Context: an optimization exercise on an open-source flow, tuned for small area. The choices shown serve that exercise and are no tape-out recipe. Only simulation tests tie the RTL to the original design; equivalence was not proved. Power and IR drop assume default switching activity.

==> design/flow/design.v <==
typedef logic [9:0] coord_t;
typedef logic signed [6:0] vel_t;
typedef logic [11:0] rgb_t;
typedef logic [4-1:0] coin_mask_t;
localparam int NUM_MAPS = 2;
localparam logic [NUM_MAPS*6*10-1:0] PLAT_XS = {
    10'd250, 10'd250, 10'd430, 10'd540, 10'd400, 10'd600,
    10'd400, 10'(143), 10'd350, 10'd600, 10'd250, 10'd500
};
localparam logic [NUM_MAPS*6*10-1:0] PLAT_XE = {
    10'd300, 10'd400, 10'd470, 10'd700, 10'd540, 10'd640,
    10'd500, 10'd200, 10'd450, 10'd640, 10'd290, 10'd540
};
localparam logic [NUM_MAPS*6*10-1:0] PLAT_Y = {
    10'd300, 10'd200, 10'd200, 10'd240, 10'd340, 10'd400,
    10'd250, 10'd250, 10'd350, 10'd400, 10'd300, 10'd400
};
localparam logic [NUM_MAPS*4*10-1:0] COIN_XT = {
    10'd240, 10'd430, 10'd280, 10'd620,
    10'd360, 10'd600, 10'd250, 10'd400
};
localparam logic [NUM_MAPS*4*10-1:0] COIN_YT = {
    10'd444, 10'd184, 10'd284, 10'd384,
    10'd444, 10'd384, 10'd284, 10'd184
};
function automatic coord_t plat_xs(input logic map, input int i);
    plat_xs = map ? PLAT_XS[(6 + i) * 10 +: 10] : PLAT_XS[i * 10 +: 10];
endfunction
function automatic coord_t plat_xe(input logic map, input int i);
    plat_xe = map ? PLAT_XE[(6 + i) * 10 +: 10] : PLAT_XE[i * 10 +: 10];
endfunction
function automatic coord_t plat_y(input logic map, input int i);
    plat_y = map ? PLAT_Y[(6 + i) * 10 +: 10] : PLAT_Y[i * 10 +: 10];
endfunction
function automatic coord_t coin_x(input logic map, input int i);
    coin_x = map ? COIN_XT[(4 + i) * 10 +: 10] : COIN_XT[i * 10 +: 10];
endfunction
function automatic coord_t coin_y(input logic map, input int i);
    coin_y = map ? COIN_YT[(4 + i) * 10 +: 10] : COIN_YT[i * 10 +: 10];
endfunction
function automatic logic spans_x(input coord_t xs, input coord_t xe, input coord_t x);
    spans_x = ((x + 32 > xs) && (x + 32 < xe)) ||
           ((x > xs) && (x < xe));
endfunction
function automatic logic hero_hits_side(input logic map, input coord_t x, input coord_t y);
    logic hit;
    hit = 1'b0;
    for (int i = 0; i < 6; i++) begin
        if (spans_x(plat_xs(map, i), plat_xe(map, i), x) &&
            (y + 32 > plat_y(map, i)) &&
            (y < plat_y(map, i) + 24)) begin
            hit = 1'b1;
        end
    end
    hero_hits_side = hit;
endfunction
function automatic logic hero_hits_head(input logic map, input coord_t x, input coord_t y);
    logic hit;
    hit = 1'b0;
    for (int i = 0; i < 6; i++) begin
        if (spans_x(plat_xs(map, i), plat_xe(map, i), x) &&
            (y <= plat_y(map, i) + 24) &&
            (y > plat_y(map, i))) begin
            hit = 1'b1;
        end
    end
    hero_hits_head = hit;
endfunction
function automatic logic hero_on_platform(input logic map, input coord_t x, input coord_t y);
    logic hit;
    hit = 1'b0;
    for (int i = 0; i < 6; i++) begin
        if (spans_x(plat_xs(map, i), plat_xe(map, i), x) &&
            (y + 32 >= plat_y(map, i)) &&
            (y + 32 <= plat_y(map, i) + 20)) begin
            hit = 1'b1;
        end
    end
    hero_on_platform = hit;
endfunction
function automatic coord_t platform_top_under(input logic map, input coord_t x,
                                              input coord_t y);
    coord_t top;
    top = coord_t'(460);
    for (int i = 0; i < 6; i++) begin
        if (spans_x(plat_xs(map, i), plat_xe(map, i), x) &&
            (y + 32 >= plat_y(map, i)) &&
            (y + 32 <= plat_y(map, i) + 20)) begin
            top = plat_y(map, i);
        end
    end
    platform_top_under = top;
endfunction
function automatic logic hero_touches_coin(input logic map, input int idx, input coord_t x,
                                           input coord_t y);
    hero_touches_coin = !((x + 32 <= coin_x(map, idx)) ||
             (x >= coin_x(map, idx) + 16) ||
             (y + 32 <= coin_y(map, idx)) ||
             (y >= coin_y(map, idx) + 16));
endfunction
function automatic logic ge_const(input coord_t v, input int c);
    logic r;
    coord_t k;
    if (c <= 0) begin
        r = 1'b1;
    end else if (c > 1023) begin
        r = 1'b0;
    end else begin
        k = coord_t'(c);
        r = 1'b1;
        for (int b = 0; b < 10; b++) begin
            r = k[b] ? (v[b] & r) : (v[b] | r);
        end
    end
    ge_const = r;
endfunction
function automatic logic le_const(input coord_t v, input int c);
    logic r;
    coord_t k;
    if (c >= 1023) begin
        r = 1'b1;
    end else if (c < 0) begin
        r = 1'b0;
    end else begin
        k = coord_t'(c);
        r = 1'b1;
        for (int b = 0; b < 10; b++) begin
            r = k[b] ? (!v[b] | r) : (!v[b] & r);
        end
    end
    le_const = r;
endfunction
function automatic logic in_rng(input coord_t v, input int lo, input int hi);
    in_rng = ge_const(v, lo) && le_const(v, hi);
endfunction
`default_nettype none
module hero_motion
#(
    parameter int STEP_DIV = 500000
) (
    input  logic    clk,
    input  logic    rst,
    input  logic    btn_left,
    input  logic    btn_right,
    input  logic    btn_jump,
    input  logic    map_sel,
    output logic [9:0] hero_x,
    output logic [9:0] hero_y,
    output logic    step,
    output logic    cnt_wrap
);
typedef logic [9:0] coord_t;
typedef logic signed [6:0] vel_t;
typedef logic [11:0] rgb_t;
typedef logic [4-1:0] coin_mask_t;
localparam int NUM_MAPS = 2;
localparam logic [NUM_MAPS*6*10-1:0] PLAT_XS = {
    10'd250, 10'd250, 10'd430, 10'd540, 10'd400, 10'd600,
    10'd400, 10'(143), 10'd350, 10'd600, 10'd250, 10'd500
};
localparam logic [NUM_MAPS*6*10-1:0] PLAT_XE = {
    10'd300, 10'd400, 10'd470, 10'd700, 10'd540, 10'd640,
    10'd500, 10'd200, 10'd450, 10'd640, 10'd290, 10'd540
};
localparam logic [NUM_MAPS*6*10-1:0] PLAT_Y = {
    10'd300, 10'd200, 10'd200, 10'd240, 10'd340, 10'd400,
    10'd250, 10'd250, 10'd350, 10'd400, 10'd300, 10'd400
};
localparam logic [NUM_MAPS*4*10-1:0] COIN_XT = {
    10'd240, 10'd430, 10'd280, 10'd620,
    10'd360, 10'd600, 10'd250, 10'd400
};
localparam logic [NUM_MAPS*4*10-1:0] COIN_YT = {
    10'd444, 10'd184, 10'd284, 10'd384,
    10'd444, 10'd384, 10'd284, 10'd184
};
function automatic coord_t plat_xs(input logic map, input int i);
    plat_xs = map ? PLAT_XS[(6 + i) * 10 +: 10] : PLAT_XS[i * 10 +: 10];
endfunction
function automatic coord_t plat_xe(input logic map, input int i);
    plat_xe = map ? PLAT_XE[(6 + i) * 10 +: 10] : PLAT_XE[i * 10 +: 10];
endfunction
function automatic coord_t plat_y(input logic map, input int i);
    plat_y = map ? PLAT_Y[(6 + i) * 10 +: 10] : PLAT_Y[i * 10 +: 10];
endfunction
function automatic coord_t coin_x(input logic map, input int i);
    coin_x = map ? COIN_XT[(4 + i) * 10 +: 10] : COIN_XT[i * 10 +: 10];
endfunction
function automatic coord_t coin_y(input logic map, input int i);
    coin_y = map ? COIN_YT[(4 + i) * 10 +: 10] : COIN_YT[i * 10 +: 10];
endfunction
function automatic logic spans_x(input coord_t xs, input coord_t xe, input coord_t x);
    spans_x = ((x + 32 > xs) && (x + 32 < xe)) ||
           ((x > xs) && (x < xe));
endfunction
function automatic logic hero_hits_side(input logic map, input coord_t x, input coord_t y);
    logic hit;
    hit = 1'b0;
    for (int i = 0; i < 6; i++) begin
        if (spans_x(plat_xs(map, i), plat_xe(map, i), x) &&
            (y + 32 > plat_y(map, i)) &&
            (y < plat_y(map, i) + 24)) begin
            hit = 1'b1;
        end
    end
    hero_hits_side = hit;
endfunction
function automatic logic hero_hits_head(input logic map, input coord_t x, input coord_t y);
    logic hit;
    hit = 1'b0;
    for (int i = 0; i < 6; i++) begin
        if (spans_x(plat_xs(map, i), plat_xe(map, i), x) &&
            (y <= plat_y(map, i) + 24) &&
            (y > plat_y(map, i))) begin
            hit = 1'b1;
        end
    end
    hero_hits_head = hit;
endfunction
function automatic logic hero_on_platform(input logic map, input coord_t x, input coord_t y);
    logic hit;
    hit = 1'b0;
    for (int i = 0; i < 6; i++) begin
        if (spans_x(plat_xs(map, i), plat_xe(map, i), x) &&
            (y + 32 >= plat_y(map, i)) &&
            (y + 32 <= plat_y(map, i) + 20)) begin
            hit = 1'b1;
        end
    end
    hero_on_platform = hit;
endfunction
function automatic coord_t platform_top_under(input logic map, input coord_t x,
                                              input coord_t y);
    coord_t top;
    top = coord_t'(460);
    for (int i = 0; i < 6; i++) begin
        if (spans_x(plat_xs(map, i), plat_xe(map, i), x) &&
            (y + 32 >= plat_y(map, i)) &&
            (y + 32 <= plat_y(map, i) + 20)) begin
            top = plat_y(map, i);
        end
    end
    platform_top_under = top;
endfunction
function automatic logic hero_touches_coin(input logic map, input int idx, input coord_t x,
                                           input coord_t y);
    hero_touches_coin = !((x + 32 <= coin_x(map, idx)) ||
             (x >= coin_x(map, idx) + 16) ||
             (y + 32 <= coin_y(map, idx)) ||
             (y >= coin_y(map, idx) + 16));
endfunction
function automatic logic ge_const(input coord_t v, input int c);
    logic r;
    coord_t k;
    if (c <= 0) begin
        r = 1'b1;
    end else if (c > 1023) begin
        r = 1'b0;
    end else begin
        k = coord_t'(c);
        r = 1'b1;
        for (int b = 0; b < 10; b++) begin
            r = k[b] ? (v[b] & r) : (v[b] | r);
        end
    end
    ge_const = r;
endfunction
function automatic logic le_const(input coord_t v, input int c);
    logic r;
    coord_t k;
    if (c >= 1023) begin
        r = 1'b1;
    end else if (c < 0) begin
        r = 1'b0;
    end else begin
        k = coord_t'(c);
        r = 1'b1;
        for (int b = 0; b < 10; b++) begin
            r = k[b] ? (!v[b] | r) : (!v[b] & r);
        end
    end
    le_const = r;
endfunction
function automatic logic in_rng(input coord_t v, input int lo, input int hi);
    in_rng = ge_const(v, lo) && le_const(v, hi);
endfunction
    localparam int CNT_W = 6;
    localparam coord_t REST_Y = coord_t'(460 - 32);
    typedef logic signed [5:0] spd_t;
    logic [CNT_W-1:0] step_cnt;
    logic             chk_land;
    logic [8:0] y9;
    spd_t   speed;
    logic   jumping;
    logic   on_ground;
    logic   supported;
    logic   head_hit;
    coord_t land_y;
    function automatic logic span_at(input logic m, input int i, input coord_t x);
        span_at = in_rng(x, int'(plat_xs(m, i)) - 31, int'(plat_xe(m, i)) - 1);
    endfunction
    function automatic logic hit_m(input logic m, input coord_t x, input coord_t lo_y,
                                   input coord_t hi_y);
        logic hit;
        hit = 1'b0;
        for (int i = 0; i < 6; i++) begin
            if (span_at(m, i, x) && ge_const(lo_y, int'(plat_y(m, i))) &&
                le_const(hi_y, int'(plat_y(m, i)))) begin
                hit = 1'b1;
            end
        end
        hit_m = hit;
    endfunction
    function automatic coord_t land_m(input logic m, input coord_t y);
        coord_t top;
        logic   best;
        top = REST_Y;
        for (int i = 0; i < 6; i++) begin
            best = ge_const(y, int'(plat_y(m, i)) - 32) && !ge_const(y, REST_Y);
            for (int j = 0; j < 6; j++) begin
                if (int'(plat_y(m, j)) > int'(plat_y(m, i))) begin
                    best = best && !ge_const(y, int'(plat_y(m, j)) - 32);
                end
            end
            if (best) begin
                top = coord_t'(plat_y(m, i) - 32);
            end
        end
        land_m = top;
    endfunction
    assign step     = step_cnt[5] && step_cnt[4] && step_cnt[1];
    assign cnt_wrap = step_cnt[5] && step_cnt[4] && step_cnt[0];
    assign chk_land = step_cnt[5] && step_cnt[4] && !step_cnt[1] && !step_cnt[0];
    always_ff @(posedge clk or posedge rst) begin
        if (rst) begin
            step_cnt <= '0;
        end else if (step) begin
            step_cnt <= CNT_W'(1);
        end else begin
            step_cnt <= step_cnt + 1'b1;
        end
    end
    assign hero_y      = {1'b0, y9};
    assign on_ground   = ge_const(hero_y, REST_Y);
    assign land_y      = map_sel ? land_m(1'b1, hero_y) : land_m(1'b0, hero_y);
    coord_t x_next;
    coord_t probe;
    coord_t lo_y;
    coord_t hi_y;
    logic   block;
    logic [NUM_MAPS-1:0] hit;
    logic [NUM_MAPS-1:0] head_q;
    logic [NUM_MAPS-1:0] onp_q;
    assign x_next = btn_left ? hero_x - 1'b1 : hero_x + 1'b1;
    assign probe  = step ? x_next : hero_x;
    always_comb begin
        if (chk_land) begin
            lo_y = hero_y + 10'd32;
            hi_y = hero_y + 10'd12;
        end else if (cnt_wrap) begin
            lo_y = hero_y - 10'd1;
            hi_y = hero_y - 10'd24;
        end else begin
            lo_y = hero_y + 10'd31;
            hi_y = hero_y - 10'd23;
        end
    end
    assign hit = {hit_m(1'b1, probe, lo_y, hi_y), hit_m(1'b0, probe, lo_y, hi_y)};
    always_ff @(posedge clk) begin
        if (chk_land) begin
            onp_q <= hit;
        end
        if (cnt_wrap) begin
            head_q <= hit;
        end
    end
    assign supported = on_ground || onp_q[map_sel];
    assign head_hit  = head_q[map_sel];
    assign block  = !in_rng(x_next, 143, 734 - 32) || hit[map_sel];
    always_ff @(posedge clk or posedge rst) begin
        if (rst) begin
            hero_x  <= coord_t'(300);
            y9      <= REST_Y[8:0];
            jumping <= 1'b0;
        end else if (step) begin
            if ((btn_left || btn_right) && !block) begin
                hero_x <= x_next;
            end
            if (jumping) begin
                if (!(speed < 0 && head_hit)) begin
                    if (speed > 0 && supported) begin
                        jumping <= 1'b0;
                        y9      <= land_y[8:0];
                    end else begin
                        y9      <= y9 + {{3{speed[5]}}, speed};
                    end
                end
            end else if (!supported || btn_jump) begin
                jumping <= 1'b1;
            end
        end
    end
    always_ff @(posedge clk) begin
        if (step) begin
            if (jumping) begin
                if (speed < 0 && head_hit) begin
                    speed <= '0;
                end else begin
                    speed <= speed + spd_t'(1);
                end
            end else if (!supported) begin
                speed <= spd_t'(1);
            end else begin
                speed <= spd_t'(-15);
            end
        end
    end
endmodule
`default_nettype wire
`default_nettype none
module coin_tracker
(
    input  logic        clk,
    input  logic        rst,
    input  logic        map_sel,
    input  logic [9:0] hero_x,
    input  logic [9:0] hero_y,
    input  logic        step,
    output logic [4-1:0] coin_mask,
    output logic [15:0] score
);
typedef logic [9:0] coord_t;
typedef logic signed [6:0] vel_t;
typedef logic [11:0] rgb_t;
typedef logic [4-1:0] coin_mask_t;
localparam int NUM_MAPS = 2;
localparam logic [NUM_MAPS*6*10-1:0] PLAT_XS = {
    10'd250, 10'd250, 10'd430, 10'd540, 10'd400, 10'd600,
    10'd400, 10'(143), 10'd350, 10'd600, 10'd250, 10'd500
};
localparam logic [NUM_MAPS*6*10-1:0] PLAT_XE = {
    10'd300, 10'd400, 10'd470, 10'd700, 10'd540, 10'd640,
    10'd500, 10'd200, 10'd450, 10'd640, 10'd290, 10'd540
};
localparam logic [NUM_MAPS*6*10-1:0] PLAT_Y = {
    10'd300, 10'd200, 10'd200, 10'd240, 10'd340, 10'd400,
    10'd250, 10'd250, 10'd350, 10'd400, 10'd300, 10'd400
};
localparam logic [NUM_MAPS*4*10-1:0] COIN_XT = {
    10'd240, 10'd430, 10'd280, 10'd620,
    10'd360, 10'd600, 10'd250, 10'd400
};
localparam logic [NUM_MAPS*4*10-1:0] COIN_YT = {
    10'd444, 10'd184, 10'd284, 10'd384,
    10'd444, 10'd384, 10'd284, 10'd184
};
function automatic coord_t plat_xs(input logic map, input int i);
    plat_xs = map ? PLAT_XS[(6 + i) * 10 +: 10] : PLAT_XS[i * 10 +: 10];
endfunction
function automatic coord_t plat_xe(input logic map, input int i);
    plat_xe = map ? PLAT_XE[(6 + i) * 10 +: 10] : PLAT_XE[i * 10 +: 10];
endfunction
function automatic coord_t plat_y(input logic map, input int i);
    plat_y = map ? PLAT_Y[(6 + i) * 10 +: 10] : PLAT_Y[i * 10 +: 10];
endfunction
function automatic coord_t coin_x(input logic map, input int i);
    coin_x = map ? COIN_XT[(4 + i) * 10 +: 10] : COIN_XT[i * 10 +: 10];
endfunction
function automatic coord_t coin_y(input logic map, input int i);
    coin_y = map ? COIN_YT[(4 + i) * 10 +: 10] : COIN_YT[i * 10 +: 10];
endfunction
function automatic logic spans_x(input coord_t xs, input coord_t xe, input coord_t x);
    spans_x = ((x + 32 > xs) && (x + 32 < xe)) ||
           ((x > xs) && (x < xe));
endfunction
function automatic logic hero_hits_side(input logic map, input coord_t x, input coord_t y);
    logic hit;
    hit = 1'b0;
    for (int i = 0; i < 6; i++) begin
        if (spans_x(plat_xs(map, i), plat_xe(map, i), x) &&
            (y + 32 > plat_y(map, i)) &&
            (y < plat_y(map, i) + 24)) begin
            hit = 1'b1;
        end
    end
    hero_hits_side = hit;
endfunction
function automatic logic hero_hits_head(input logic map, input coord_t x, input coord_t y);
    logic hit;
    hit = 1'b0;
    for (int i = 0; i < 6; i++) begin
        if (spans_x(plat_xs(map, i), plat_xe(map, i), x) &&
            (y <= plat_y(map, i) + 24) &&
            (y > plat_y(map, i))) begin
            hit = 1'b1;
        end
    end
    hero_hits_head = hit;
endfunction
function automatic logic hero_on_platform(input logic map, input coord_t x, input coord_t y);
    logic hit;
    hit = 1'b0;
    for (int i = 0; i < 6; i++) begin
        if (spans_x(plat_xs(map, i), plat_xe(map, i), x) &&
            (y + 32 >= plat_y(map, i)) &&
            (y + 32 <= plat_y(map, i) + 20)) begin
            hit = 1'b1;
        end
    end
    hero_on_platform = hit;
endfunction
function automatic coord_t platform_top_under(input logic map, input coord_t x,
                                              input coord_t y);
    coord_t top;
    top = coord_t'(460);
    for (int i = 0; i < 6; i++) begin
        if (spans_x(plat_xs(map, i), plat_xe(map, i), x) &&
            (y + 32 >= plat_y(map, i)) &&
            (y + 32 <= plat_y(map, i) + 20)) begin
            top = plat_y(map, i);
        end
    end
    platform_top_under = top;
endfunction
function automatic logic hero_touches_coin(input logic map, input int idx, input coord_t x,
                                           input coord_t y);
    hero_touches_coin = !((x + 32 <= coin_x(map, idx)) ||
             (x >= coin_x(map, idx) + 16) ||
             (y + 32 <= coin_y(map, idx)) ||
             (y >= coin_y(map, idx) + 16));
endfunction
function automatic logic ge_const(input coord_t v, input int c);
    logic r;
    coord_t k;
    if (c <= 0) begin
        r = 1'b1;
    end else if (c > 1023) begin
        r = 1'b0;
    end else begin
        k = coord_t'(c);
        r = 1'b1;
        for (int b = 0; b < 10; b++) begin
            r = k[b] ? (v[b] & r) : (v[b] | r);
        end
    end
    ge_const = r;
endfunction
function automatic logic le_const(input coord_t v, input int c);
    logic r;
    coord_t k;
    if (c >= 1023) begin
        r = 1'b1;
    end else if (c < 0) begin
        r = 1'b0;
    end else begin
        k = coord_t'(c);
        r = 1'b1;
        for (int b = 0; b < 10; b++) begin
            r = k[b] ? (!v[b] | r) : (!v[b] & r);
        end
    end
    le_const = r;
endfunction
function automatic logic in_rng(input coord_t v, input int lo, input int hi);
    in_rng = ge_const(v, lo) && le_const(v, hi);
endfunction
    logic [NUM_MAPS-1:0][4-1:0] collected;
    coin_mask_t                          cur_mask;
    coin_mask_t                          touch;
    coin_mask_t                          take;
    logic [3:0]                          count;
    function automatic coin_mask_t touch_m(input logic m, input coord_t x, input coord_t y);
        for (int i = 0; i < 4; i++) begin
            touch_m[i] = in_rng(x, int'(coin_x(m, i)) - 32 + 1,
                                int'(coin_x(m, i)) + 16 - 1) &&
                         in_rng(y, int'(coin_y(m, i)) - 32 + 1,
                                int'(coin_y(m, i)) + 16 - 1);
        end
    endfunction
    assign cur_mask  = collected[map_sel];
    assign coin_mask = cur_mask;
    assign touch = map_sel ? touch_m(1'b1, hero_x, hero_y) : touch_m(1'b0, hero_x, hero_y);
    assign take  = touch & ~cur_mask;
    always_ff @(posedge clk or posedge rst) begin
        if (rst) begin
            collected <= '0;
            count     <= '0;
        end else if (step && (take != '0)) begin
            collected[map_sel] <= cur_mask | take;
            count <= count + 4'd1;
        end
    end
    assign score = {12'd0, count};
endmodule
`default_nettype wire
`default_nettype none
module scene_render
#(
    parameter int SHIMMER_DIV = 10000000
) (
    input  logic    clk,
    input  logic    rst,
    input  logic    cnt_wrap,
    input  logic    bright,
    input  logic [9:0] h_count,
    input  logic [9:0] v_count,
    input  logic       map_sel,
    input  logic [9:0] hero_x,
    input  logic [9:0] hero_y,
    input  logic [4-1:0] coin_mask,
    output logic [11:0] rgb
);
typedef logic [9:0] coord_t;
typedef logic signed [6:0] vel_t;
typedef logic [11:0] rgb_t;
typedef logic [4-1:0] coin_mask_t;
localparam int NUM_MAPS = 2;
localparam logic [NUM_MAPS*6*10-1:0] PLAT_XS = {
    10'd250, 10'd250, 10'd430, 10'd540, 10'd400, 10'd600,
    10'd400, 10'(143), 10'd350, 10'd600, 10'd250, 10'd500
};
localparam logic [NUM_MAPS*6*10-1:0] PLAT_XE = {
    10'd300, 10'd400, 10'd470, 10'd700, 10'd540, 10'd640,
    10'd500, 10'd200, 10'd450, 10'd640, 10'd290, 10'd540
};
localparam logic [NUM_MAPS*6*10-1:0] PLAT_Y = {
    10'd300, 10'd200, 10'd200, 10'd240, 10'd340, 10'd400,
    10'd250, 10'd250, 10'd350, 10'd400, 10'd300, 10'd400
};
localparam logic [NUM_MAPS*4*10-1:0] COIN_XT = {
    10'd240, 10'd430, 10'd280, 10'd620,
    10'd360, 10'd600, 10'd250, 10'd400
};
localparam logic [NUM_MAPS*4*10-1:0] COIN_YT = {
    10'd444, 10'd184, 10'd284, 10'd384,
    10'd444, 10'd384, 10'd284, 10'd184
};
function automatic coord_t plat_xs(input logic map, input int i);
    plat_xs = map ? PLAT_XS[(6 + i) * 10 +: 10] : PLAT_XS[i * 10 +: 10];
endfunction
function automatic coord_t plat_xe(input logic map, input int i);
    plat_xe = map ? PLAT_XE[(6 + i) * 10 +: 10] : PLAT_XE[i * 10 +: 10];
endfunction
function automatic coord_t plat_y(input logic map, input int i);
    plat_y = map ? PLAT_Y[(6 + i) * 10 +: 10] : PLAT_Y[i * 10 +: 10];
endfunction
function automatic coord_t coin_x(input logic map, input int i);
    coin_x = map ? COIN_XT[(4 + i) * 10 +: 10] : COIN_XT[i * 10 +: 10];
endfunction
function automatic coord_t coin_y(input logic map, input int i);
    coin_y = map ? COIN_YT[(4 + i) * 10 +: 10] : COIN_YT[i * 10 +: 10];
endfunction
function automatic logic spans_x(input coord_t xs, input coord_t xe, input coord_t x);
    spans_x = ((x + 32 > xs) && (x + 32 < xe)) ||
           ((x > xs) && (x < xe));
endfunction
function automatic logic hero_hits_side(input logic map, input coord_t x, input coord_t y);
    logic hit;
    hit = 1'b0;
    for (int i = 0; i < 6; i++) begin
        if (spans_x(plat_xs(map, i), plat_xe(map, i), x) &&
            (y + 32 > plat_y(map, i)) &&
            (y < plat_y(map, i) + 24)) begin
            hit = 1'b1;
        end
    end
    hero_hits_side = hit;
endfunction
function automatic logic hero_hits_head(input logic map, input coord_t x, input coord_t y);
    logic hit;
    hit = 1'b0;
    for (int i = 0; i < 6; i++) begin
        if (spans_x(plat_xs(map, i), plat_xe(map, i), x) &&
            (y <= plat_y(map, i) + 24) &&
            (y > plat_y(map, i))) begin
            hit = 1'b1;
        end
    end
    hero_hits_head = hit;
endfunction
function automatic logic hero_on_platform(input logic map, input coord_t x, input coord_t y);
    logic hit;
    hit = 1'b0;
    for (int i = 0; i < 6; i++) begin
        if (spans_x(plat_xs(map, i), plat_xe(map, i), x) &&
            (y + 32 >= plat_y(map, i)) &&
            (y + 32 <= plat_y(map, i) + 20)) begin
            hit = 1'b1;
        end
    end
    hero_on_platform = hit;
endfunction
function automatic coord_t platform_top_under(input logic map, input coord_t x,
                                              input coord_t y);
    coord_t top;
    top = coord_t'(460);
    for (int i = 0; i < 6; i++) begin
        if (spans_x(plat_xs(map, i), plat_xe(map, i), x) &&
            (y + 32 >= plat_y(map, i)) &&
            (y + 32 <= plat_y(map, i) + 20)) begin
            top = plat_y(map, i);
        end
    end
    platform_top_under = top;
endfunction
function automatic logic hero_touches_coin(input logic map, input int idx, input coord_t x,
                                           input coord_t y);
    hero_touches_coin = !((x + 32 <= coin_x(map, idx)) ||
             (x >= coin_x(map, idx) + 16) ||
             (y + 32 <= coin_y(map, idx)) ||
             (y >= coin_y(map, idx) + 16));
endfunction
function automatic logic ge_const(input coord_t v, input int c);
    logic r;
    coord_t k;
    if (c <= 0) begin
        r = 1'b1;
    end else if (c > 1023) begin
        r = 1'b0;
    end else begin
        k = coord_t'(c);
        r = 1'b1;
        for (int b = 0; b < 10; b++) begin
            r = k[b] ? (v[b] & r) : (v[b] | r);
        end
    end
    ge_const = r;
endfunction
function automatic logic le_const(input coord_t v, input int c);
    logic r;
    coord_t k;
    if (c >= 1023) begin
        r = 1'b1;
    end else if (c < 0) begin
        r = 1'b0;
    end else begin
        k = coord_t'(c);
        r = 1'b1;
        for (int b = 0; b < 10; b++) begin
            r = k[b] ? (!v[b] | r) : (!v[b] & r);
        end
    end
    le_const = r;
endfunction
function automatic logic in_rng(input coord_t v, input int lo, input int hi);
    in_rng = ge_const(v, lo) && le_const(v, hi);
endfunction
    typedef enum logic [2:0] {
        PIX_BLANK,
        PIX_SKY,
        PIX_GROUND,
        PIX_PLATFORM,
        PIX_COIN,
        PIX_HERO
    } pix_class_t;
    localparam int SHIM_N = SHIMMER_DIV / 50;
    localparam int SHIM_W = $clog2(SHIM_N);
    logic [SHIM_W-1:0] shim_cnt;
    logic [1:0]        shim_frame;
    logic       hero_px;
    logic       ground_px;
    logic       platform_px;
    logic       coin_px;
    pix_class_t pix_class;
    pix_class_t class_q;
    rgb_t       colour;
    always_ff @(posedge clk or posedge rst) begin
        if (rst) begin
            shim_cnt   <= '0;
            shim_frame <= '0;
        end else if (cnt_wrap && shim_cnt == SHIM_W'(SHIM_N - 1)) begin
            shim_cnt   <= '0;
            shim_frame <= (shim_frame == 2'd2) ? 2'd0 : shim_frame + 2'd1;
        end else if (cnt_wrap) begin
            shim_cnt <= shim_cnt + 1'b1;
        end
    end
    function automatic logic plat_px_m(input logic m, input coord_t h, input coord_t v);
        logic hit;
        hit = 1'b0;
        for (int i = 0; i < 6; i++) begin
            if (in_rng(h, int'(plat_xs(m, i)), int'(plat_xe(m, i)) - 1) &&
                in_rng(v, int'(plat_y(m, i)), int'(plat_y(m, i)) + 24 - 1)) begin
                hit = 1'b1;
            end
        end
        plat_px_m = hit;
    endfunction
    function automatic logic coin_px_m(input logic m, input coin_mask_t mask,
                                       input coord_t h, input coord_t v);
        logic hit;
        hit = 1'b0;
        for (int i = 0; i < 4; i++) begin
            if (!mask[i] &&
                in_rng(h, int'(coin_x(m, i)), int'(coin_x(m, i)) + 16 - 1) &&
                in_rng(v, int'(coin_y(m, i)), int'(coin_y(m, i)) + 16 - 1)) begin
                hit = 1'b1;
            end
        end
        coin_px_m = hit;
    endfunction
    logic [10:0] hero_dh;
    logic [10:0] hero_dv;
    assign hero_dh = {1'b0, h_count} - {1'b0, hero_x};
    assign hero_dv = {1'b0, v_count} - {1'b0, hero_y};
    assign hero_px = (hero_dh[10:5] == '0) && (hero_dv[10:5] == '0);
    assign ground_px = in_rng(v_count, 460, 516);
    assign platform_px = map_sel ? plat_px_m(1'b1, h_count, v_count) :
                                   plat_px_m(1'b0, h_count, v_count);
    assign coin_px     = map_sel ? coin_px_m(1'b1, coin_mask, h_count, v_count) :
                                   coin_px_m(1'b0, coin_mask, h_count, v_count);
    always_comb begin
        if (!bright)          pix_class = PIX_BLANK;
        else if (hero_px)     pix_class = PIX_HERO;
        else if (ground_px)   pix_class = PIX_GROUND;
        else if (platform_px) pix_class = PIX_PLATFORM;
        else if (coin_px)     pix_class = PIX_COIN;
        else                  pix_class = PIX_SKY;
    end
    always_comb begin
        case (class_q)
            PIX_SKY:      colour = 12'h7AF;
            PIX_GROUND:   colour = 12'h952;
            PIX_PLATFORM: colour = 12'hC73;
            PIX_HERO:     colour = 12'hE11;
            PIX_COIN: begin
                case (shim_frame)
                    2'd0:    colour = 12'hA80;
                    2'd1:    colour = 12'hDB1;
                    default: colour = 12'hFF7;
                endcase
            end
            default:      colour = '0;
        endcase
    end
    always_ff @(posedge clk or posedge rst) begin
        if (rst) begin
            class_q <= PIX_BLANK;
            rgb     <= '0;
        end else begin
            class_q <= pix_class;
            rgb     <= colour;
        end
    end
endmodule
`default_nettype wire
`default_nettype none
module game_top
#(
    parameter int STEP_DIV    = 50,
    parameter int SHIMMER_DIV = 1500
) (
    input  logic        clk,
    input  logic        rst,
    input  logic        bright,
    input  logic        btn_left,
    input  logic        btn_right,
    input  logic        btn_jump,
    input  logic        map_sel,
    input  logic [9:0] h_count,
    input  logic [9:0] v_count,
    output logic [11:0] rgb,
    output logic [15:0] score
);
typedef logic [9:0] coord_t;
typedef logic signed [6:0] vel_t;
typedef logic [11:0] rgb_t;
typedef logic [4-1:0] coin_mask_t;
localparam int NUM_MAPS = 2;
localparam logic [NUM_MAPS*6*10-1:0] PLAT_XS = {
    10'd250, 10'd250, 10'd430, 10'd540, 10'd400, 10'd600,
    10'd400, 10'(143), 10'd350, 10'd600, 10'd250, 10'd500
};
localparam logic [NUM_MAPS*6*10-1:0] PLAT_XE = {
    10'd300, 10'd400, 10'd470, 10'd700, 10'd540, 10'd640,
    10'd500, 10'd200, 10'd450, 10'd640, 10'd290, 10'd540
};
localparam logic [NUM_MAPS*6*10-1:0] PLAT_Y = {
    10'd300, 10'd200, 10'd200, 10'd240, 10'd340, 10'd400,
    10'd250, 10'd250, 10'd350, 10'd400, 10'd300, 10'd400
};
localparam logic [NUM_MAPS*4*10-1:0] COIN_XT = {
    10'd240, 10'd430, 10'd280, 10'd620,
    10'd360, 10'd600, 10'd250, 10'd400
};
localparam logic [NUM_MAPS*4*10-1:0] COIN_YT = {
    10'd444, 10'd184, 10'd284, 10'd384,
    10'd444, 10'd384, 10'd284, 10'd184
};
function automatic coord_t plat_xs(input logic map, input int i);
    plat_xs = map ? PLAT_XS[(6 + i) * 10 +: 10] : PLAT_XS[i * 10 +: 10];
endfunction
function automatic coord_t plat_xe(input logic map, input int i);
    plat_xe = map ? PLAT_XE[(6 + i) * 10 +: 10] : PLAT_XE[i * 10 +: 10];
endfunction
function automatic coord_t plat_y(input logic map, input int i);
    plat_y = map ? PLAT_Y[(6 + i) * 10 +: 10] : PLAT_Y[i * 10 +: 10];
endfunction
function automatic coord_t coin_x(input logic map, input int i);
    coin_x = map ? COIN_XT[(4 + i) * 10 +: 10] : COIN_XT[i * 10 +: 10];
endfunction
function automatic coord_t coin_y(input logic map, input int i);
    coin_y = map ? COIN_YT[(4 + i) * 10 +: 10] : COIN_YT[i * 10 +: 10];
endfunction
function automatic logic spans_x(input coord_t xs, input coord_t xe, input coord_t x);
    spans_x = ((x + 32 > xs) && (x + 32 < xe)) ||
           ((x > xs) && (x < xe));
endfunction
function automatic logic hero_hits_side(input logic map, input coord_t x, input coord_t y);
    logic hit;
    hit = 1'b0;
    for (int i = 0; i < 6; i++) begin
        if (spans_x(plat_xs(map, i), plat_xe(map, i), x) &&
            (y + 32 > plat_y(map, i)) &&
            (y < plat_y(map, i) + 24)) begin
            hit = 1'b1;
        end
    end
    hero_hits_side = hit;
endfunction
function automatic logic hero_hits_head(input logic map, input coord_t x, input coord_t y);
    logic hit;
    hit = 1'b0;
    for (int i = 0; i < 6; i++) begin
        if (spans_x(plat_xs(map, i), plat_xe(map, i), x) &&
            (y <= plat_y(map, i) + 24) &&
            (y > plat_y(map, i))) begin
            hit = 1'b1;
        end
    end
    hero_hits_head = hit;
endfunction
function automatic logic hero_on_platform(input logic map, input coord_t x, input coord_t y);
    logic hit;
    hit = 1'b0;
    for (int i = 0; i < 6; i++) begin
        if (spans_x(plat_xs(map, i), plat_xe(map, i), x) &&
            (y + 32 >= plat_y(map, i)) &&
            (y + 32 <= plat_y(map, i) + 20)) begin
            hit = 1'b1;
        end
    end
    hero_on_platform = hit;
endfunction
function automatic coord_t platform_top_under(input logic map, input coord_t x,
                                              input coord_t y);
    coord_t top;
    top = coord_t'(460);
    for (int i = 0; i < 6; i++) begin
        if (spans_x(plat_xs(map, i), plat_xe(map, i), x) &&
            (y + 32 >= plat_y(map, i)) &&
            (y + 32 <= plat_y(map, i) + 20)) begin
            top = plat_y(map, i);
        end
    end
    platform_top_under = top;
endfunction
function automatic logic hero_touches_coin(input logic map, input int idx, input coord_t x,
                                           input coord_t y);
    hero_touches_coin = !((x + 32 <= coin_x(map, idx)) ||
             (x >= coin_x(map, idx) + 16) ||
             (y + 32 <= coin_y(map, idx)) ||
             (y >= coin_y(map, idx) + 16));
endfunction
function automatic logic ge_const(input coord_t v, input int c);
    logic r;
    coord_t k;
    if (c <= 0) begin
        r = 1'b1;
    end else if (c > 1023) begin
        r = 1'b0;
    end else begin
        k = coord_t'(c);
        r = 1'b1;
        for (int b = 0; b < 10; b++) begin
            r = k[b] ? (v[b] & r) : (v[b] | r);
        end
    end
    ge_const = r;
endfunction
function automatic logic le_const(input coord_t v, input int c);
    logic r;
    coord_t k;
    if (c >= 1023) begin
        r = 1'b1;
    end else if (c < 0) begin
        r = 1'b0;
    end else begin
        k = coord_t'(c);
        r = 1'b1;
        for (int b = 0; b < 10; b++) begin
            r = k[b] ? (!v[b] | r) : (!v[b] & r);
        end
    end
    le_const = r;
endfunction
function automatic logic in_rng(input coord_t v, input int lo, input int hi);
    in_rng = ge_const(v, lo) && le_const(v, hi);
endfunction
    coord_t     hero_x;
    coord_t     hero_y;
    coin_mask_t coin_mask;
    logic       step;
    logic       cnt_wrap;
    hero_motion #(
        .STEP_DIV (STEP_DIV)
    ) u_hero_motion (
        .clk       (clk),
        .rst       (rst),
        .btn_left  (btn_left),
        .btn_right (btn_right),
        .btn_jump  (btn_jump),
        .map_sel   (map_sel),
        .hero_x    (hero_x),
        .hero_y    (hero_y),
        .step      (step),
        .cnt_wrap  (cnt_wrap)
    );
    coin_tracker u_coin_tracker (
        .clk       (clk),
        .rst       (rst),
        .map_sel   (map_sel),
        .hero_x    (hero_x),
        .hero_y    (hero_y),
        .step      (step),
        .coin_mask (coin_mask),
        .score     (score)
    );
    scene_render #(
        .SHIMMER_DIV (SHIMMER_DIV)
    ) u_scene_render (
        .clk       (clk),
        .rst       (rst),
        .cnt_wrap  (cnt_wrap),
        .bright    (bright),
        .h_count   (h_count),
        .v_count   (v_count),
        .map_sel   (map_sel),
        .hero_x    (hero_x),
        .hero_y    (hero_y),
        .coin_mask (coin_mask),
        .rgb       (rgb)
    );
endmodule
`default_nettype wire
==> design/flow/flow/run.sh <==
#!/bin/bash
# layout flow: the standard synthesis, then its combinational logic re-mapped for area
# by ABC (registers untouched, best of eight seeds), then the standard layout from
# floorplan to finish
set -euo pipefail
W=$(pwd)
R=$W/orfs/results/$FLOW_PLATFORM/game_top/base
bash standard.sh synth > $W/1_standard_synth.log 2>&1
cp $R/1_2_yosys.v $W/1_2_yosys_standard.v
YOSYS=$(command -v yosys || echo $FLOW_HOME/../tools/install/yosys/bin/yosys)
export POST_LIB=$FLOW_HOME/platforms/$FLOW_PLATFORM/lib/sky130_fd_sc_hd__tt_025C_1v80.lib
export POST_IN=$W/1_2_yosys_standard.v
export POST_DONT_USE="$(cat $W/flow/dont_use.txt)"
SEEDS="0 1 2 3 4 5 6 7"
for batch in "0 1 2 3" "4 5 6 7"; do
  for s in $batch; do
    sed "s/SEED/$s/" $W/flow/post.abc.in > $W/post_$s.abc
    POST_ABC=$W/post_$s.abc POST_OUT=$W/1_2_yosys_post_$s.v \
      $YOSYS -c $W/flow/post.tcl > $W/2_post_synth_$s.log 2>&1 &
  done
  wait
done
best=""; best_area=""
for s in $SEEDS; do
  a=$(grep "Chip area" $W/2_post_synth_$s.log | tail -1 | awk '{print $NF}')
  if [[ -n "$a" && -s $W/1_2_yosys_post_$s.v ]]; then
    if [[ -z "$best" ]] || awk -v a="$a" -v b="$best_area" 'BEGIN{exit !(a < b)}'; then
      best=$s; best_area=$a
    fi
  fi
done
echo "post synthesis: seed $best, area $best_area" > $W/2_post_choice.log
export POST_OUT=$W/1_2_yosys_post_$best.v
$YOSYS -c $W/flow/check.tcl > $W/2_post_check.log 2>&1
sleep 1
cp $POST_OUT $R/1_2_yosys.v
rm -f $R/1_synth.odb $R/1_synth.sdc
# every port still gets its buffer, the smallest buffer cell of the library
export BUFFER_PORTS_ARGS="-buffer_cell sky130_fd_sc_hd__buf_1"
bash standard.sh > $W/3_standard_finish.log 2>&1
==> design/flow/flow/check.tcl <==
# the re-mapped netlist must read back as cells of the library only
yosys read_liberty -lib $::env(POST_LIB)
yosys read_verilog $::env(POST_OUT)
yosys hierarchy -check -top $::env(FLOW_TOP)
yosys check -assert -mapped
yosys stat -liberty $::env(POST_LIB)
==> design/flow/flow/dont_use.txt <==
-dont_use sky130_fd_sc_hd__lpflow_bleeder_1 -dont_use sky130_fd_sc_hd__lpflow_clkbufkapwr_1 -dont_use sky130_fd_sc_hd__lpflow_clkbufkapwr_16 -dont_use sky130_fd_sc_hd__lpflow_clkbufkapwr_2 -dont_use sky130_fd_sc_hd__lpflow_clkbufkapwr_4 -dont_use sky130_fd_sc_hd__lpflow_clkbufkapwr_8 -dont_use sky130_fd_sc_hd__lpflow_clkinvkapwr_1 -dont_use sky130_fd_sc_hd__lpflow_clkinvkapwr_16 -dont_use sky130_fd_sc_hd__lpflow_clkinvkapwr_2 -dont_use sky130_fd_sc_hd__lpflow_clkinvkapwr_4 -dont_use sky130_fd_sc_hd__lpflow_clkinvkapwr_8 -dont_use sky130_fd_sc_hd__lpflow_decapkapwr_12 -dont_use sky130_fd_sc_hd__lpflow_decapkapwr_3 -dont_use sky130_fd_sc_hd__lpflow_decapkapwr_4 -dont_use sky130_fd_sc_hd__lpflow_decapkapwr_6 -dont_use sky130_fd_sc_hd__lpflow_decapkapwr_8 -dont_use sky130_fd_sc_hd__lpflow_inputiso0n_1 -dont_use sky130_fd_sc_hd__lpflow_inputiso0p_1 -dont_use sky130_fd_sc_hd__lpflow_inputiso1n_1 -dont_use sky130_fd_sc_hd__lpflow_inputiso1p_1 -dont_use sky130_fd_sc_hd__lpflow_inputisolatch_1 -dont_use sky130_fd_sc_hd__lpflow_isobufsrc_1 -dont_use sky130_fd_sc_hd__lpflow_isobufsrc_16 -dont_use sky130_fd_sc_hd__lpflow_isobufsrc_2 -dont_use sky130_fd_sc_hd__lpflow_isobufsrc_4 -dont_use sky130_fd_sc_hd__lpflow_isobufsrc_8 -dont_use sky130_fd_sc_hd__lpflow_isobufsrckapwr_16 -dont_use sky130_fd_sc_hd__lpflow_lsbuf_lh_hl_isowell_tap_1 -dont_use sky130_fd_sc_hd__lpflow_lsbuf_lh_hl_isowell_tap_2 -dont_use sky130_fd_sc_hd__lpflow_lsbuf_lh_hl_isowell_tap_4 -dont_use sky130_fd_sc_hd__lpflow_lsbuf_lh_isowell_4 -dont_use sky130_fd_sc_hd__lpflow_lsbuf_lh_isowell_tap_1 -dont_use sky130_fd_sc_hd__lpflow_lsbuf_lh_isowell_tap_2 -dont_use sky130_fd_sc_hd__lpflow_lsbuf_lh_isowell_tap_4 -dont_use sky130_fd_sc_hd__probe_p_8 -dont_use sky130_fd_sc_hd__probec_p_8 
==> design/flow/flow/post.abc.in <==
strash
&get -n
&st
&deepsyn -T 90 -S SEED
&put
dch -f
amap -F 100 -A 100
topo
==> design/flow/flow/post.tcl <==
# re-map the combinational logic of the standard synthesis netlist for area
# registers and tie cells stay as they are, with their instance and net names
set lib $::env(POST_LIB)
yosys read_liberty -ignore_miss_func $lib
yosys blackbox *__df* *__edf* *__sdf* *__dl* *__conb_1
yosys read_verilog $::env(POST_IN)
yosys hierarchy -top $::env(FLOW_TOP)
yosys flatten
# the wires flatten named after cell pins give way to the netlist's own names
yosys rename -hide w:_*
yosys opt_clean -purge
yosys stat -liberty $lib
yosys abc -script $::env(POST_ABC) -liberty $lib {*}$::env(POST_DONT_USE)
yosys hilomap -singleton -hicell sky130_fd_sc_hd__conb_1 HI -locell sky130_fd_sc_hd__conb_1 LO
yosys opt_clean -purge
yosys stat -liberty $lib

yosys write_verilog -noattr -nohex -nodec $::env(POST_OUT)
==> design/flow/standard.sh <==
#!/bin/bash
# synth_recipe.tcl (not shown) runs the flow's synth.tcl, then flattens the netlist and writes it again
# the make line also repeats each setting of config.mk as NAME=value (left out here)
make -C /OpenROAD-flow-scripts/flow DESIGN_CONFIG=/design/flow/config.mk WORK_HOME=/design/flow/orfs CLKGATE_MAP_FILE= SYNTH_SCRIPT=/design/flow/synth_recipe.tcl "${@:-finish}"
==> design/flow/config.mk <==
export PLATFORM = sky130hd
export DESIGN_NAME = game_top
export DESIGN_NICKNAME = game_top
export VERILOG_FILES = /design/flow/design.v
export SDC_FILE = /design/flow/constraint.sdc
export NUM_CORES = 4
export LEC_CHECK = 0
export CAP_MARGIN = 20
export CORE_MARGIN = 2
export CORE_UTILIZATION = 40
export CTS_BUF_LIST = sky130_fd_sc_hd__clkbuf_8
export SLEW_MARGIN = 20
==> design/flow/constraint.sdc <==
create_clock -name core_clock -period 10.0 [get_ports {clk}]
set_input_delay 2.0000 -clock core_clock [delete_from_list [all_inputs] [get_ports {clk}]]
set_output_delay 2.0000 -clock core_clock [all_outputs]
set_load 0.01 [all_outputs]
==> results of run 1 <==
-- per-layer routing --
layer  vias to the layer above  GRT usage
li1                       2845          -
met4                         0      0.100
met1                      2799      0.349
met2                       323      0.402
met3                        37     0.0402
met5                         -          0
-- critical path, delay by kind of cell --
family	cells	cell delay [ps]
AO/OA/AOI/OAI	8	2090
buffers and inverters	6	1290
AND/OR/NAND/NOR	8	1450
-- through the flow --
step                instance area, µm²  power [mW]  setup slack (ps)
global route                      5880       0.632              3060
global placement                  5660       0.356              3470
CTS                               5880       0.611              3620
detailed placement                5660       0.356              3230
floorplan                         5250       0.331              4270
finish                            5880       0.608              3440
-- cell usage in the layout, fill, tap and decap left out, types with 3 or more instances in the layout --
cell / instances
inv_1: 3
dfstp_2: 9
a211oi_1: 13
a222oi_1: 3
edfxtp_1: 10
a221oi_1: 8
a31oi_1: 15
nor2b_1: 7
o31ai_1: 4
nor4_1: 13
o32a_1: 3
or2_0: 7
clkinv_1: 106
nand3_1: 17
a22oi_1: 9
o21ai_0: 84
nor2_1: 120
buf_4: 5
o21a_1: 10
o311ai_0: 3
nor3_1: 40
o221ai_1: 7
nand2_1: 47
buf_1: 42
clkbuf_8: 10
o32ai_1: 7
o211ai_1: 11
o22ai_1: 30
nand4_1: 7
dfrtp_1: 50
a311oi_1: 3
o221a_1: 4
a21oi_1: 42
conb_1: 12
-- worst max path at each step --
stage                         from                                   to
after floorplan           btn_left  u_hero_motion.hero_x[8]$_DFFE_PP1P_
after global placement    btn_left  u_hero_motion.hero_x[8]$_DFFE_PP1P_
final                     btn_left  u_hero_motion.hero_x[8]$_DFFE_PP1P_
after CTS                 btn_left  u_hero_motion.hero_x[8]$_DFFE_PP1P_
after global routing      btn_left  u_hero_motion.hero_x[8]$_DFFE_PP1P_
after detailed placement  btn_left  u_hero_motion.hero_x[8]$_DFFE_PP1P_
-- power groups by stage --
stage                     clock, mW  combinational, mW  sequential [mW]
after floorplan                   0             0.0323            0.299
after global placement            0             0.0590            0.297
after detailed placement          0             0.0593            0.297
after CTS                     0.260             0.0596            0.292
after global routing          0.273             0.0672            0.292
final                         0.255             0.0606            0.291
-- area by class of cell --
cell class                 instances  area, µm²
clock buffer                      10        138
clock inverter                     6       80.1
fill                            1325       6790
inverter                         107        402
multi-input combinational        558       3060
sequential                        69       1790
tap                              172        215
timing repair buffer              47        195
==> impl_metrics.csv, run 1 <==
group,metric,value,unit
clock_tree,ctsHoldBuffers,0,
place,numPortBuffers,42,
timing,min_period,6560,ps
clock_tree,clk_pin_slew,80,ps
cells_and_area,fin_util,0.464,
clock_tree,cts_made_buffers,9,
timing,finalCritPeriodShare,0.656,
cells_and_area,drive_gt1_frac,0.0351,
floorplan,die_x,118,µm
worst_setup_path,start_kind,"input port",
cells_and_area,nNetsFinal,819,
synth,synth_area,5210,µm²
worst_setup_path,reg2reg_depth,23,
worst_setup_path,worstPathRequired,10300,ps
pwr,power_leakage,2.01,nW
timing,slew_headroom,0.487,
worst_hold_path,holdPathStages,1,
drt,wl_per_cell,18.3,µm
floorplan,die_area,14000,µm²
global_routing,grt_pass1_wl,28700,µm
cells_and_area,area_delta_synth_final,12.9,%
clock_tree,clock_latency,370,ps
worst_setup_path,end_kind,"register",
worst_setup_path,crit_slowest_cell,"a221oi_1",
global_routing,antenna_found_initial,0,
pwr,internal_power,0.451,mW
drt,drt-total-wl,17700,µm
floorplan,die_y,118,µm
worst_hold_path,hp-start,"u_hero_motion.step_cnt[3]$_DFF_PP0_",
timing,rsz0062_at_grt,"false",
timing,maxSlewViolCount,0,
pwr,pwr-share-clk,0.420,
pwr,p_sw_frac,0.258,
floorplan,ios,55,
flow_run,cap_violations,0,
floorplan,start_util,0.411,
worst_hold_path,hold_end,"u_hero_motion.step_cnt[3]$_DFF_PP0_",
clock_tree,cts_sinks,69,
synth,synth_cells,723,
clock_tree,root_buffer,"clkbuf_8",
worst_setup_path,worstPathCellList,"buf_1, clkinv_1, nor2_1, a21oi_1, nor2_1, clkinv_1, nor3_1, nor2_1, a21oi_1, clkinv_1, a21oi_1, nor4_1, o21a_1, a31o_1, a222oi_1, clkinv_1, a221oi_1, clkinv_1, or2_0, nor3_1, nor2_1, a21oi_1",
cells_and_area,antennaDiodeCount,0,
pwr,p_switching,0.157,mW
global_routing,grt_pass1_vias,5616,
clock_tree,cts_tree,"built",
global_routing,track_usage,0.255,
worst_setup_path,r2r_start,"u_hero_motion.hero_x[3]$_DFFE_PP1P_",
drt,wl_met3,1540,µm
global_routing,grt_overflow,0,
worst_setup_path,max_stage_delay,690,ps
drt,drc,0,
global_routing,grt_start_max_net_pins,33,
synth,synth_warnings,3,
clock_tree,postCtsSetupBuffers,0,
clock_tree,cts_resized,0,
floorplan,rows,41,
place,gp_congestion,1.01,
timing,fmax,152,MHz
synth,syn_area_per_cell,7.20,µm²
floorplan,coreArea,12700,µm²
timing,finalSetupViolCount,0,
timing,tns,0,ps
worst_setup_path,cpMostUsedCell,"clkinv_1",
drt,drt_iter0_drc,713,
timing,worstMarginPinSlew,768,ps
worst_setup_path,worstReg2RegEnd,"u_hero_motion.hero_x[8]$_DFFE_PP1P_",
drt,drtPass1Iterations,7,
worst_setup_path,regToRegSetupSlack,3980,ps
timing,hold_violations,0,
timing,fin_skew,17.9,ps
worst_hold_path,holdCritPathClass,"reg2reg",
worst_setup_path,crit_type,"in2reg",
status,status,"complete, no violations",
pwr,peakVddDrop,46.9,µV
drt,dr_wl_met2,7990,µm
drt,wl_met1,7770,µm
drt,top_layer,"met4",
pwr,pwr-share-comb,0.100,
clock_tree,htreeDepth,3,
place,place_hpwl,13400,µm
drt,via_per_inst,6.20,
clock_tree,clockBufferDepth,2,
timing,holdWs,470,ps
place,post-place-cells,953,
cells_and_area,stdcell_count,969,
drt,vias,6004,
pwr,powerDensity,103,nW/µm²
worst_setup_path,arrival,6860,ps
worst_setup_path,critPathMaxFanout,7,
drt,antenna_left,0,
pwr,seq_power_share,0.480,
==> run 2, diff against run 1 <==
--- a/design/flow/config.mk
+++ b/design/flow/config.mk
@@ -9,4 +9,6 @@
 export CORE_MARGIN = 2
 export CORE_UTILIZATION = 40
-export CTS_BUF_LIST = sky130_fd_sc_hd__clkbuf_8
+export CTS_BUF_LIST = sky130_fd_sc_hd__clkbuf_16
+export CTS_CLUSTER_DIAMETER = 300
+export CTS_CLUSTER_SIZE = 40
 export SLEW_MARGIN = 20
==> impl_metrics.csv, run 2 <==
group,metric,value,unit
worst_hold_path,holdCritPathClass,"reg2reg",
worst_setup_path,worstPathRequired,10270,ps
status,status,"complete, no violations",
timing,finalCritPeriodShare,0.765,
global_routing,grt_start_max_net_pins,60,
pwr,peakVddDrop,58.8,µV
worst_setup_path,critPathMaxFanout,7,
floorplan,rows,41,
clock_tree,postCtsSetupBuffers,0,
global_routing,grt_overflow,0,
place,numPortBuffers,42,
synth,synth_cells,718,
pwr,p_switching,0.179,mW
place,gp_congestion,0.901,
timing,hold_violations,0,
synth,synth_warnings,3,
timing,maxSlewViolCount,0,
global_routing,track_usage,0.251,
worst_setup_path,start_kind,"input port",
pwr,powerDensity,112,nW/µm²
floorplan,ios,55,
drt,wl_per_cell,18.1,µm
timing,fmax,131,MHz
cells_and_area,antennaDiodeCount,0,
clock_tree,clockBufferDepth,2,
flow_run,cap_violations,0,
timing,tns,0,ps
drt,antenna_left,0,
pwr,seq_power_share,0.434,
clock_tree,htreeDepth,3,
clock_tree,root_buffer,"clkbuf_16",
worst_setup_path,end_kind,"register",
cells_and_area,final_cell_mix,"nor2_1 (115), clkinv_1 (113), o21ai_0 (67), a21oi_1 (52), dfrtp_1 (50)",
pwr,power_leakage,2.03,nW
global_routing,grt_pass1_wl,28200,µm
floorplan,start_util,0.411,
timing,slew_headroom,0.410,
synth,synth_area,5200,µm²
floorplan,die_area,13900,µm²
drt,drc,0,
synth,syn_area_per_cell,7.25,µm²
cells_and_area,final_common_cell,"nor2_1",
worst_setup_path,crit_type,"in2reg",
place,dp_slack,2190,ps
timing,min_period,7650,ps
clock_tree,cts_made_buffers,9,
timing,worstMarginPinSlew,863,ps
global_routing,grt_pass1_vias,5445,
timing,fin_ws,2350,ps
floorplan,coreArea,12700,µm²
timing,fin_skew,13.9,ps
global_routing,antenna_found_initial,0,
floorplan,die_x,118,µm
pwr,internal_power,0.488,mW
cells_and_area,area_delta_synth_final,14.7,%
clock_tree,cts_sinks,69,
drt,drt-total-wl,17500,µm
timing,finalSetupViolCount,0,
floorplan,die_y,118,µm
drt,drtPass1Iterations,7,
cells_and_area,drive_gt1_frac,0.0403,
clock_tree,clock_latency,350,ps
clock_tree,ctsHoldBuffers,0,
drt,drt_iter0_drc,524,
pwr,pwr-share-clk,0.482,
drt,via_per_inst,6.11,
clock_tree,cts_resized,0,
timing,rsz0062_at_grt,"false",
pwr,p_sw_frac,0.268,
clock_tree,cts_tree,"built",
clock_tree,clk_pin_slew,60,ps
drt,vias,5907,
pwr,pwr-share-comb,0.084,
cells_and_area,nNetsFinal,816,
place,place_hpwl,13200,µm
worst_setup_path,arrival,7920,ps
==> run 2: area by class of cell <==
type                    instances  area [µm²]
clock buffers                  10         250
clock inverters                 6        42.5
fillers                      1325        6700
inverters                     112         420
multi-input cells             548        3040
flip-flops and latches         69        1790
well taps                     172         215
repair buffers                 49         210
==> run 2: through the flow <==
step | instance area, µm² | hold WS [ps] | utilization | instances | power (mW)
after CTS | 5970 | 477 | 0.471 | 966 | 0.671
after floorplan | 5250 | 448 | - | 729 | 0.327
after detailed placement | 5680 | 469 | 0.448 | 950 | 0.349
final | 5970 | 472 | 0.471 | 966 | 0.666
after global routing | 5970 | 515 | 0.471 | 966 | 0.691
after global placement | 5680 | 450 | 0.448 | 950 | 0.349
==> run 2: layer usage <==
layer | GRT usage | vias to the layer above | wire length (µm)
li1 | - | 2826 | -
met1 | 0.344 | 2771 | 7850
met2 | 0.398 | 271 | 7990
met3 | 0.0397 | 39 | 1200
met4 | 0.0964 | 0 | 419
met5 | 0 | - | 0
==> run 2: power by group through the flow <==
stage	clock network [mW]	logic, mW	registers, mW
after floorplan	0	0.0312	0.296
after global placement	0	0.0544	0.295
after detailed placement	0	0.0545	0.295
after CTS	0.326	0.0549	0.289
after global routing	0.339	0.0621	0.290
final	0.321	0.0558	0.289
==> run 2: critical path: stages <==
cell	delay (ps)
buf_1	140
nor3_1	310
a21oi_1	140
or2_0	250
nor2_1	170
a21oi_1	140
nor2_1	200
clkinv_1	180
nor2_1	260
nand2_1	140
clkinv_1	80
o221ai_1	120
a21oi_1	410
clkinv_1	220
o221ai_1	290
nor3_1	100
o22a_1	240
nor4_1	360
o221ai_1	190
nor2_1	290
clkinv_1	190
a211oi_1	660
clkinv_1	390
nor3_1	300
nand2_1	70
o21ai_0	80
==> run 2: path summary, 6_finish.rpt <==
kind / startpoint / endpoint / slack [ps] / cells past startpoint
worst max register to register: u_hero_motion.hero_x[1]$_DFFE_PP0P_ / u_hero_motion.hero_x[5]$_DFFE_PP1P_ / 3210 / 26
worst min-delay path: u_coin_tracker.count[3]$_DFFE_PP0P_ / u_coin_tracker.count[3]$_DFFE_PP0P_ / 470 / 1
worst min register to register: u_coin_tracker.count[3]$_DFFE_PP0P_ / u_coin_tracker.count[3]$_DFFE_PP0P_ / 470 / 1
min in group asynchronous: rst / u_scene_render.shim_cnt[4]$_DFFE_PP0P_ / 1860 / 3
max in group asynchronous: rst / u_hero_motion.hero_x[7]$_DFFE_PP0P_ / 7630 / 3
worst max-delay path: btn_left / u_hero_motion.hero_x[5]$_DFFE_PP1P_ / 2350 / 26
==> run 3, diff against run 2 <==
--- a/design/flow/flow/run.sh
+++ b/design/flow/flow/run.sh
@@ -38,3 +38,5 @@
 # every port still gets its buffer, the smallest buffer cell of the library
 export BUFFER_PORTS_ARGS="-buffer_cell sky130_fd_sc_hd__buf_1"
+# the clock tree without the dummy loads that only even out the loads of its leaves
+export CTS_ARGS="-sink_clustering_enable -repair_clock_nets -buf_list sky130_fd_sc_hd__clkbuf_8 -dont_use_dummy_load"
 bash standard.sh > $W/3_standard_finish.log 2>&1
==> design/flow/config.mk (replaced) <==
export PLATFORM = sky130hd
export DESIGN_NAME = game_top
export DESIGN_NICKNAME = game_top
export VERILOG_FILES = /design/flow/design.v
export SDC_FILE = /design/flow/constraint.sdc
export NUM_CORES = 4
export LEC_CHECK = 0
export CAP_MARGIN = 0
export CORE_MARGIN = 2
export CORE_UTILIZATION = 40
export CTS_BUF_LIST = sky130_fd_sc_hd__clkbuf_8
export GPL_TIMING_DRIVEN = 0
export SLEW_MARGIN = 0
==> impl_metrics.csv, run 3 <==
group,metric,value,unit
status,status,"complete, no violations",
cells_and_area,stdcell_count,948,
place,post-place-cells,939,
global_routing,grt.busiest_layer,"met2",
place,numPortBuffers,42,
drt,drt-total-wl,17800,µm
floorplan,coreArea,12600,µm²
global_routing,gr-usage-met1,0.351,
clock_tree,clockBufferDepth,2,
global_routing,grt_overflow,0,
global_routing,met2_usage,0.418,
drt,drt_iter0_drc,598,
cells_and_area,area_delta_synth_final,11.4,%
clock_tree,postCtsSetupBuffers,0,
cells_and_area,final_common_cell,"nor2_1",
cells_and_area,fin_util,0.455,
clock_tree,root_buffer,"clkbuf_8",
floorplan,die_area,13800,µm²
flow_run,cap_violations,0,
drt,vias,5861,
timing,finalCritPeriodShare,0.871,
global_routing,grt_start_max_net_pins,50,
pwr,power,0.531,mW
floorplan,start_util,0.409,
synth,syn_area_per_cell,7.25,µm²
floorplan,die_y,118,µm
worst_hold_path,holdCritPathClass,"reg2reg",
worst_setup_path,crit_slowest_cell,"o21ai_0",
timing,fmax,115,MHz
drt,drtPass1Iterations,5,
worst_setup_path,arrival,8970,ps
drt,wl_per_cell,18.8,µm
drt,via_per_inst,6.18,
clock_tree,htreeDepth,3,
clock_tree,cts_made_buffers,9,
clock_tree,clock_latency,370,ps
timing,tns,0,ps
clock_tree,ctsHoldBuffers,0,
synth,synth_cells,712,
global_routing,grt_pass1_vias,5462,
floorplan,rows,41,
timing,fin_skew,17.9,ps
pwr,powerDensity,92.5,nW/µm²
timing,min_period,8710,ps
clock_tree,cts_tree,"built",
timing,rsz0062_at_grt,"false",
cells_and_area,drive_gt1_frac,0.0296,
timing,holdWs,455,ps
clock_tree,cts_resized,0,
timing,hold_violations,0,
pwr,power_leakage,2.03,nW
global_routing,grt_pass1_wl,28700,µm
synth,synth_warnings,3,
worst_setup_path,max_stage_delay,660,ps
worst_setup_path,end_kind,"register",
worst_setup_path,worstPathRequired,10260,ps
timing,finalSetupViolCount,0,
cells_and_area,nNetsFinal,805,
floorplan,die_x,118,µm
timing,worstMarginPinSlew,1080,ps
cells_and_area,antennaDiodeCount,0,
global_routing,track_usage,0.258,
synth,synth_area,5160,µm²
drt,antenna_left,0,
global_routing,antenna_found_initial,0,
pwr,peakVddDrop,56.9,µV
place,gp_congestion,0.971,
worst_setup_path,critPathMaxFanout,12,
floorplan,ios,55,
drt,drc,0,
worst_setup_path,start_kind,"input port",
timing,maxSlewViolCount,0,
timing,slew_headroom,0.283,
clock_tree,cts_sinks,69,
cells_and_area,final_cell_mix,"nor2_1 (121), clkinv_1 (106), o21ai_0 (82), dfrtp_1 (50)",
clock_tree,clk_pin_slew,70,ps
worst_setup_path,crit_type,"in2reg",
place,place_hpwl,13500,µm
global_routing,grtUsageMet3,0.0392,
-- run 3: changes by cell type in the layout (fill, tap and decap cells not counted), moves of 5 or more --
cell / change
o21a_1: +5
clkbuf_8: +9
a21oi_1: -7
nor3_1: -13
a31oi_1: +7
clkbuf_16: -10
clkinv_1: -7
buf_4: -7
o21ai_0: +15
nor2_1: +6
-- run 3: area by class of cell --
cell class / count / area (µm²)
Fill cell: 1303 / 6870
Multi-Input combinational cell: 547 / 3020
Sequential cell: 69 / 1790
Inverter: 107 / 403
Tap cell: 172 / 215
Timing Repair Buffer: 44 / 196
Clock buffer: 9 / 124
-- run 3: metrics by stage --
stage,worst slack (ps),area [µm²]
2_1_floorplan,3020,5200
3_3_place_gp,-75.4,5570
3_5_place_dp,859,5620
4_1_cts,1220,5740
5_1_grt,537,5750
6_report,1290,5750
-- run 3: final timing paths --
| path | from | to | slack [ps] | depth (start not counted) |
|---|---|---|---|---|
| min reg2reg | u_scene_render.class_q[1]$_DFF_PP0_ | u_scene_render.rgb[3]$_DFF_PP0_ | 460 | 1 |
| max | btn_left | u_hero_motion.hero_x[2]$_DFFE_PP1P_ | 1290 | 28 |
| min in group asynchronous | rst | u_scene_render.shim_cnt[2]$_DFFE_PP0P_ | 1510 | 2 |
| max reg2reg | u_hero_motion.step_cnt[4]$_DFF_PP0_ | u_hero_motion.hero_x[2]$_DFFE_PP1P_ | 1540 | 30 |
| max in group asynchronous | rst | u_hero_motion.hero_x[2]$_DFFE_PP1P_ | 7900 | 3 |
| min | u_scene_render.class_q[1]$_DFF_PP0_ | u_scene_render.rgb[3]$_DFF_PP0_ | 460 | 1 |
-- run 3: worst max-delay path, delay by kind of cell --
kind | cells | cell delay (ps)
compound gates | 14 | 4460
buf+inv | 7 | 1470
simple gates | 7 | 1030
-- run 3: power by group --
| group | total (mW) | internal (mW) | leakage [nW] | switching, mW |
|---|---|---|---|---|
| Clock | 0.181 | 0.0803 | 0.0647 | 0.100 |
| Combinational | 0.0604 | 0.0168 | 1.16 | 0.0435 |
| Sequential | 0.290 | 0.289 | 0.809 | 0.00188 |
-- run 3: routing by layer --
layer  vias to the layer above  routed length, µm
met4                         0                416
met3                        36               1160
li1                       2757                  -
met1                      2791               8010
met2                       277               8240
met5                         -                  0

==> what the ideal ports hide <==
In the flow no input, the clock included, has a driving cell. The finished layouts below were timed again as built, in two steps. Step 1 (the two cells are an assumption about what drives the block):
set clk [get_ports {clk}]
set_driving_cell -lib_cell sky130_fd_sc_hd__clkbuf_16 $clk
set_driving_cell -lib_cell sky130_fd_sc_hd__buf_2 [delete_from_list [all_inputs] $clk]
Step 2 times the ports against the registers' clock, not the clock port: input delays grow and output delays shrink by t, the midpoint of the rising clock arrivals with the driver on. a / b / c = ideal ports / drivers / drivers and shift; a / b = the first two.
run	t, ns	slack for setup (ns)	hold WS [ns]	latest minus earliest clock arrival (ns)	slew at the worst register clock pin (ns)
run 1	0.396	3.438 / 3.452 / 3.056	0.470 / 0.470 / 0.470	0.018 / 0.018	0.08 / 0.08
run 2	0.384	2.349 / 2.365 / 1.982	0.472 / 0.472 / 0.472	0.014 / 0.013	0.07 / 0.07
run 3	0.394	1.290 / 1.302 / 0.908	0.455 / 0.455 / 0.455	0.018 / 0.018	0.08 / 0.08
After both steps every run listed still meets setup and hold.
